What follows belongs to an exercise in optimizing a design on an open flow for small area; a production flow would make more cautious choices.
In this exercise RTL edits were held to simulation tests only and were not proved equivalent to the original.
Power figures rest on the tool's default switching activity, not on a simulated workload.

## exp/indigo
Design csr_unit, start of the top module:
module csr_unit (
    input  logic               clk,
    input  logic               rst,
    input  logic               valid_wb,
    input  logic               csr_we_wb,
    input  csr_pkg::csr_addr_t csr_addr_wb,
    input  csr_pkg::xlen_t     csr_val_wb,
    input  csr_pkg::csr_addr_t csr_addr_id,
    input  csr_pkg::xlen_t     pc_wb,
    input  logic [1:0]         csr_ret_wb,
    input  csr_pkg::except_t   except_wb,
    output csr_pkg::xlen_t     csr_val_id,
    output csr_pkg::xlen_t     pc_csr,
    output csr_pkg::priv_e     priv,
    output logic               switch_mode
);
Size: ~2500 cells after synthesis, about 720 flip-flops, roughly 480 I/O pins.
Settings: LEC_CHECK=0, CAP_MARGIN=20, CORE_MARGIN=2, CORE_UTILIZATION=40, SLEW_MARGIN=20, SYNTH_HIERARCHICAL=1; clock period 7.0 ns.
run.sh (not shown) runs the stock make flow with config.mk's settings and CLKGATE_MAP_FILE= SYNTH_SCRIPT=/design/flow/synth_recipe.tcl, a recipe that flattens the netlist after the stock synthesis.
exp/indigo ended with every stage complete and zero timing, DRC or antenna violations.
Changes in exp/maple relative to exp/indigo:
# exp/indigo
export LEC_CHECK = 0
export CAP_MARGIN = 20
export CORE_MARGIN = 2
export CORE_UTILIZATION = 40
export SLEW_MARGIN = 20
export SYNTH_HIERARCHICAL = 1
create_clock -name core_clock -period 7.0 [get_ports {clk}]
# exp/maple
export LEC_CHECK = 0
export CAP_MARGIN = 20
export CORE_MARGIN = 2
export CORE_UTILIZATION = 45
export PLACE_DENSITY = 0.6
export SLEW_MARGIN = 20
export SYNTH_HIERARCHICAL = 1
create_clock -name core_clock -period 7.0 [get_ports {clk}]
==> flow/flow/run.sh (new file) <==
#!/bin/bash
# The standard ORFS layout (standard.sh), with these changes:
#  - after floorplan, logic gates that synthesis upsized go back to their
#    smallest drive strength (downsize.tcl); later repair re-sizes as needed;
#  - port buffers use the smallest buffer, sky130_fd_sc_hd__buf_1, instead of
#    the resizer's default pick (clkdlybuf4s50_1);
#  - CTS uses clkbuf_16, clusters more flip-flops per leaf buffer and adds no
#    dummy loads.
# Every tool's output goes to a log in this folder; ORFS's own per-step logs
# stay under orfs/logs/.
set -euo pipefail
export POST_FLOORPLAN_TCL="$(pwd)/flow/downsize.tcl"
export BUFFER_PORTS_ARGS="-buffer_cell sky130_fd_sc_hd__buf_1"
export CTS_ARGS="-sink_clustering_enable -repair_clock_nets -dont_use_dummy_load -sink_clustering_size 28 -sink_clustering_max_diameter 65 -buf_list {sky130_fd_sc_hd__clkbuf_16}"
bash standard.sh > standard.log 2>&1
==> flow/flow/downsize.tcl (new file) <==
# Synthesis (ABC) upsizes some logic gates for loads it cannot see across
# module boundaries. Put every multi-drive logic gate back to its smallest
# drive strength (same function and pins); the later repair steps upsize or
# buffer again wherever slew, capacitance or timing needs it.
set n 0
foreach inst [get_cells *] {
  set ref [get_property $inst ref_name]
  if { ![regexp {^sky130_fd_sc_hd__([a-z0-9]+)_([0-9]+)$} $ref -> base drive] } { continue }
  if { $drive <= 1 } { continue }
  if { [regexp {^(df|edf|sdf|sedf|dl|clk|buf|conb|tap|fill|decap|diode)} $base] } { continue }
  foreach d {1 0} {
    set cand [get_lib_cells -quiet */sky130_fd_sc_hd__${base}_$d]
    if { [llength $cand] > 0 } {
      replace_cell [get_property $inst full_name] [get_property [lindex $cand 0] name]
      incr n
      break
    }
  }
}
puts "downsize.tcl: resized $n instances to their smallest drive strength"
==> flow/standard.sh (new file) <==
#!/bin/bash
# synth_recipe.tcl (not shown) runs the flow's synth.tcl, then flattens the netlist and writes it again
# the make line also repeats each setting of config.mk as NAME=value (left out here)
make -C /OpenROAD-flow-scripts/flow DESIGN_CONFIG=/design/flow/config.mk WORK_HOME=/design/flow/orfs CLKGATE_MAP_FILE= SYNTH_SCRIPT=/design/flow/synth_recipe.tcl "${@:-finish}"
removed: flow/run.sh
==> run summary <==
exp/maple: full flow OK, the timing, DRC and antenna checks passed. exp/maple: placed standard-cell area is 8.9% lower than what exp/indigo reported. When exp/maple is measured against exp/indigo, its width of the chip turns out 16 um lower. Compared with exp/indigo, in exp/maple synthesis-to-layout area growth decreased by 15 points relative to the old numbers; clock period minus worst slack decreased by 0.21 ns relative to the old numbers; fraction of the cycle the final worst path needs decreased by 3.0 points relative to the old numbers. The lower met1 track demand over resource in global routing of exp/maple and exp/indigo is in exp/indigo.
### exp/maple -> exp/harbor
# exp/maple
export LEC_CHECK = 0
export CAP_MARGIN = 20
export CORE_MARGIN = 2
export CORE_UTILIZATION = 45
export PLACE_DENSITY = 0.6
export SLEW_MARGIN = 20
export SYNTH_HIERARCHICAL = 1
create_clock -name core_clock -period 7.0 [get_ports {clk}]
# exp/harbor
export LEC_CHECK = 0
export CAP_MARGIN = 20
export CORE_MARGIN = 2
export CORE_UTILIZATION = 50
export PLACE_DENSITY = 0.65
export SLEW_MARGIN = 20
export SYNTH_HIERARCHICAL = 1
create_clock -name core_clock -period 7.0 [get_ports {clk}]
==> flow/flow/run.sh <==
#!/bin/bash
# The standard ORFS layout (standard.sh), with two changes:
#  - port buffers use the smallest buffer, sky130_fd_sc_hd__buf_1, instead of
#    the resizer's default pick (clkdlybuf4s50_1);
#  - CTS clusters more flip-flops per leaf buffer and adds no dummy loads.
# Every tool's output goes to a log in this folder; ORFS's own per-step logs
# stay under orfs/logs/.
set -euo pipefail
export BUFFER_PORTS_ARGS="-buffer_cell sky130_fd_sc_hd__buf_1"
export CTS_ARGS="-sink_clustering_enable -repair_clock_nets -dont_use_dummy_load -sink_clustering_size 24 -sink_clustering_max_diameter 70 -buf_list {sky130_fd_sc_hd__clkbuf_4 sky130_fd_sc_hd__clkbuf_8 sky130_fd_sc_hd__clkbuf_16}"
bash standard.sh > standard.log 2>&1
removed: flow/flow/downsize.tcl
### Flow results
exp/harbor | status: complete | timing, DRC, antenna: pass. exp/maple finished every stage and its layout cleared the timing, DRC and antenna checks. Taking exp/harbor as 1.0, exp/maple lands at 1.11 on die area. Maximum resistive drop on vdd: exp/harbor lower than exp/maple. On clock edge transition at the registers on the reported setup and hold paths, exp/maple tracks exp/harbor almost exactly. Initial core utilization (lower): exp/maple. Clock power delta (exp/maple -> exp/harbor): insignificant. Compared with exp/maple, in exp/harbor non-clock buffer area fraction after layout has increased; fraction of power consumed by the clock network did not really move; time the final worst path needs with I/O delays and setup went down; routed wire length dropped 1.5%. Lower number of signal-net buffers in the layout was reported by exp/maple, not exp/harbor.
## Diff of input files: exp/fjord against exp/harbor
# exp/harbor
export LEC_CHECK = 0
export CAP_MARGIN = 20
export CORE_MARGIN = 2
export CORE_UTILIZATION = 50
export PLACE_DENSITY = 0.65
export SLEW_MARGIN = 20
export SYNTH_HIERARCHICAL = 1
create_clock -name core_clock -period 7.0 [get_ports {clk}]
# exp/fjord
export LEC_CHECK = 0
export CAP_MARGIN = 20
export CORE_MARGIN = 2
export CORE_UTILIZATION = 45
export PLACE_DENSITY = 0.6
export SLEW_MARGIN = 20
export SYNTH_HIERARCHICAL = 1
create_clock -name core_clock -period 7.0 [get_ports {clk}]
==> flow/flow/run.sh <==
#!/bin/bash
# The standard ORFS layout (standard.sh), with these changes:
#  - after floorplan, logic gates that synthesis upsized go back to their
#    smallest drive strength (downsize.tcl); later repair re-sizes as needed;
#  - port buffers use the smallest buffer, sky130_fd_sc_hd__buf_1, instead of
#    the resizer's default pick (clkdlybuf4s50_1);
#  - CTS uses clkbuf_8, clusters more flip-flops per leaf buffer and adds no
#    dummy loads.
# Every tool's output goes to a log in this folder; ORFS's own per-step logs
# stay under orfs/logs/.
set -euo pipefail
export POST_FLOORPLAN_TCL="$(pwd)/flow/downsize.tcl"
export BUFFER_PORTS_ARGS="-buffer_cell sky130_fd_sc_hd__buf_1"
export CTS_ARGS="-sink_clustering_enable -repair_clock_nets -dont_use_dummy_load -sink_clustering_size 14 -sink_clustering_max_diameter 45 -buf_list {sky130_fd_sc_hd__clkbuf_8}"
bash standard.sh > standard.log 2>&1
==> flow/flow/downsize.tcl (new file) <==
# Synthesis (ABC) upsizes some logic gates for loads it cannot see across
# module boundaries. Put every multi-drive logic gate back to its smallest
# drive strength (same function and pins); the later repair steps upsize or
# buffer again wherever slew, capacitance or timing needs it.
set n 0
foreach inst [get_cells *] {
  set ref [get_property $inst ref_name]
  if { ![regexp {^sky130_fd_sc_hd__([a-z0-9]+)_([0-9]+)$} $ref -> base drive] } { continue }
  if { $drive <= 1 } { continue }
  if { [regexp {^(df|edf|sdf|sedf|dl|clk|buf|conb|tap|fill|decap|diode)} $base] } { continue }
  foreach d {1 0} {
    set cand [get_lib_cells -quiet */sky130_fd_sc_hd__${base}_$d]
    if { [llength $cand] > 0 } {
      replace_cell [get_property $inst full_name] [get_property [lindex $cand 0] name]
      incr n
      break
    }
  }
}
puts "downsize.tcl: resized $n instances to their smallest drive strength"
## What came out
exp/fjord: met2 layer wire length in the routed design is about 4.6% higher than what exp/harbor reported. Clock-net power: exp/fjord > exp/harbor. STATUS clock period minus final worst setup slack: exp/fjord loses against exp/harbor. Changes observed in exp/fjord relative to exp/harbor: sequential share of layout area essentially unchanged; post-placement cell count up 86; fraction of the cycle the final worst path needs now larger; area of the die went up; via count saw little to no change. Measured against each other, exp/fjord and exp/harbor differ in global-route met3 utilization, the lower figure coming from exp/fjord. Sort exp/fjord and exp/harbor by total wire length after detailed routing, ascending, and exp/harbor comes first. For exp/harbor, the origin of the worst setup path was csr_addr_id[3], unlike exp/fjord, where it was except_wb[178].
Edits applied to the flow inputs when going from exp/fjord to exp/xenon:
diff --git a/flow/flow/run.sh b/flow/flow/run.sh
--- a/flow/flow/run.sh
+++ b/flow/flow/run.sh
@@ -13,3 +13,3 @@
 export BUFFER_PORTS_ARGS="-buffer_cell sky130_fd_sc_hd__buf_1"
-export CTS_ARGS="-sink_clustering_enable -repair_clock_nets -dont_use_dummy_load -sink_clustering_size 14 -sink_clustering_max_diameter 45 -buf_list {sky130_fd_sc_hd__clkbuf_8}"
+export CTS_ARGS="-sink_clustering_enable -repair_clock_nets -dont_use_dummy_load -sink_clustering_size 17 -sink_clustering_max_diameter 50 -buf_list {sky130_fd_sc_hd__clkbuf_8}"
 bash standard.sh > standard.log 2>&1
### Flow results
Total routing resource utilization after global routing: exp/fjord vs exp/xenon — no meaningful difference
The count of non-filler cells in the finished layout of exp/fjord and that of exp/xenon are within noise of each other.
Worst-skew pair later-pin latency: exp/xenon vs exp/fjord, no meaningful difference

==> afterwards: timing with drivers on the ports <==
The results above use ideal ports. As a check the final layouts listed here were re-extracted and re-timed, cells and wires unchanged. Step 1: set_driving_cell puts a clkbuf_16 on clk and a buf_2 on each other input, an assumption about the parent block. Step 2 moves the port delays by t, midway between the first and last clock arrival at a register: inputs arrive t later, outputs are due t later. That takes back most of the time a late clock gives input paths. Three values: ideal, step 1, step 2; two values: the first two.
run	shift t [ns]	setup WS [ns]	worst setup path at the end	worst register clock-pin slew, ns	worst slew at a driven data input, ns
exp/indigo	0.685	0.268 / 0.246 / 0.246	input to output	0.06 / 0.06	0.13
exp/maple	0.664	0.478 / 0.456 / 0.456	input to output	0.11 / 0.11	0.14
exp/harbor	0.648	0.900 / 0.878 / 0.878	input to output	0.10 / 0.10	0.12
exp/fjord	0.748	0.618 / 0.596 / 0.596	input to output	0.09 / 0.09	0.14
exp/xenon	0.754	0.580 / 0.558 / 0.558	input to output	0.11 / 0.11	0.15
After both steps every run listed still meets setup and hold.
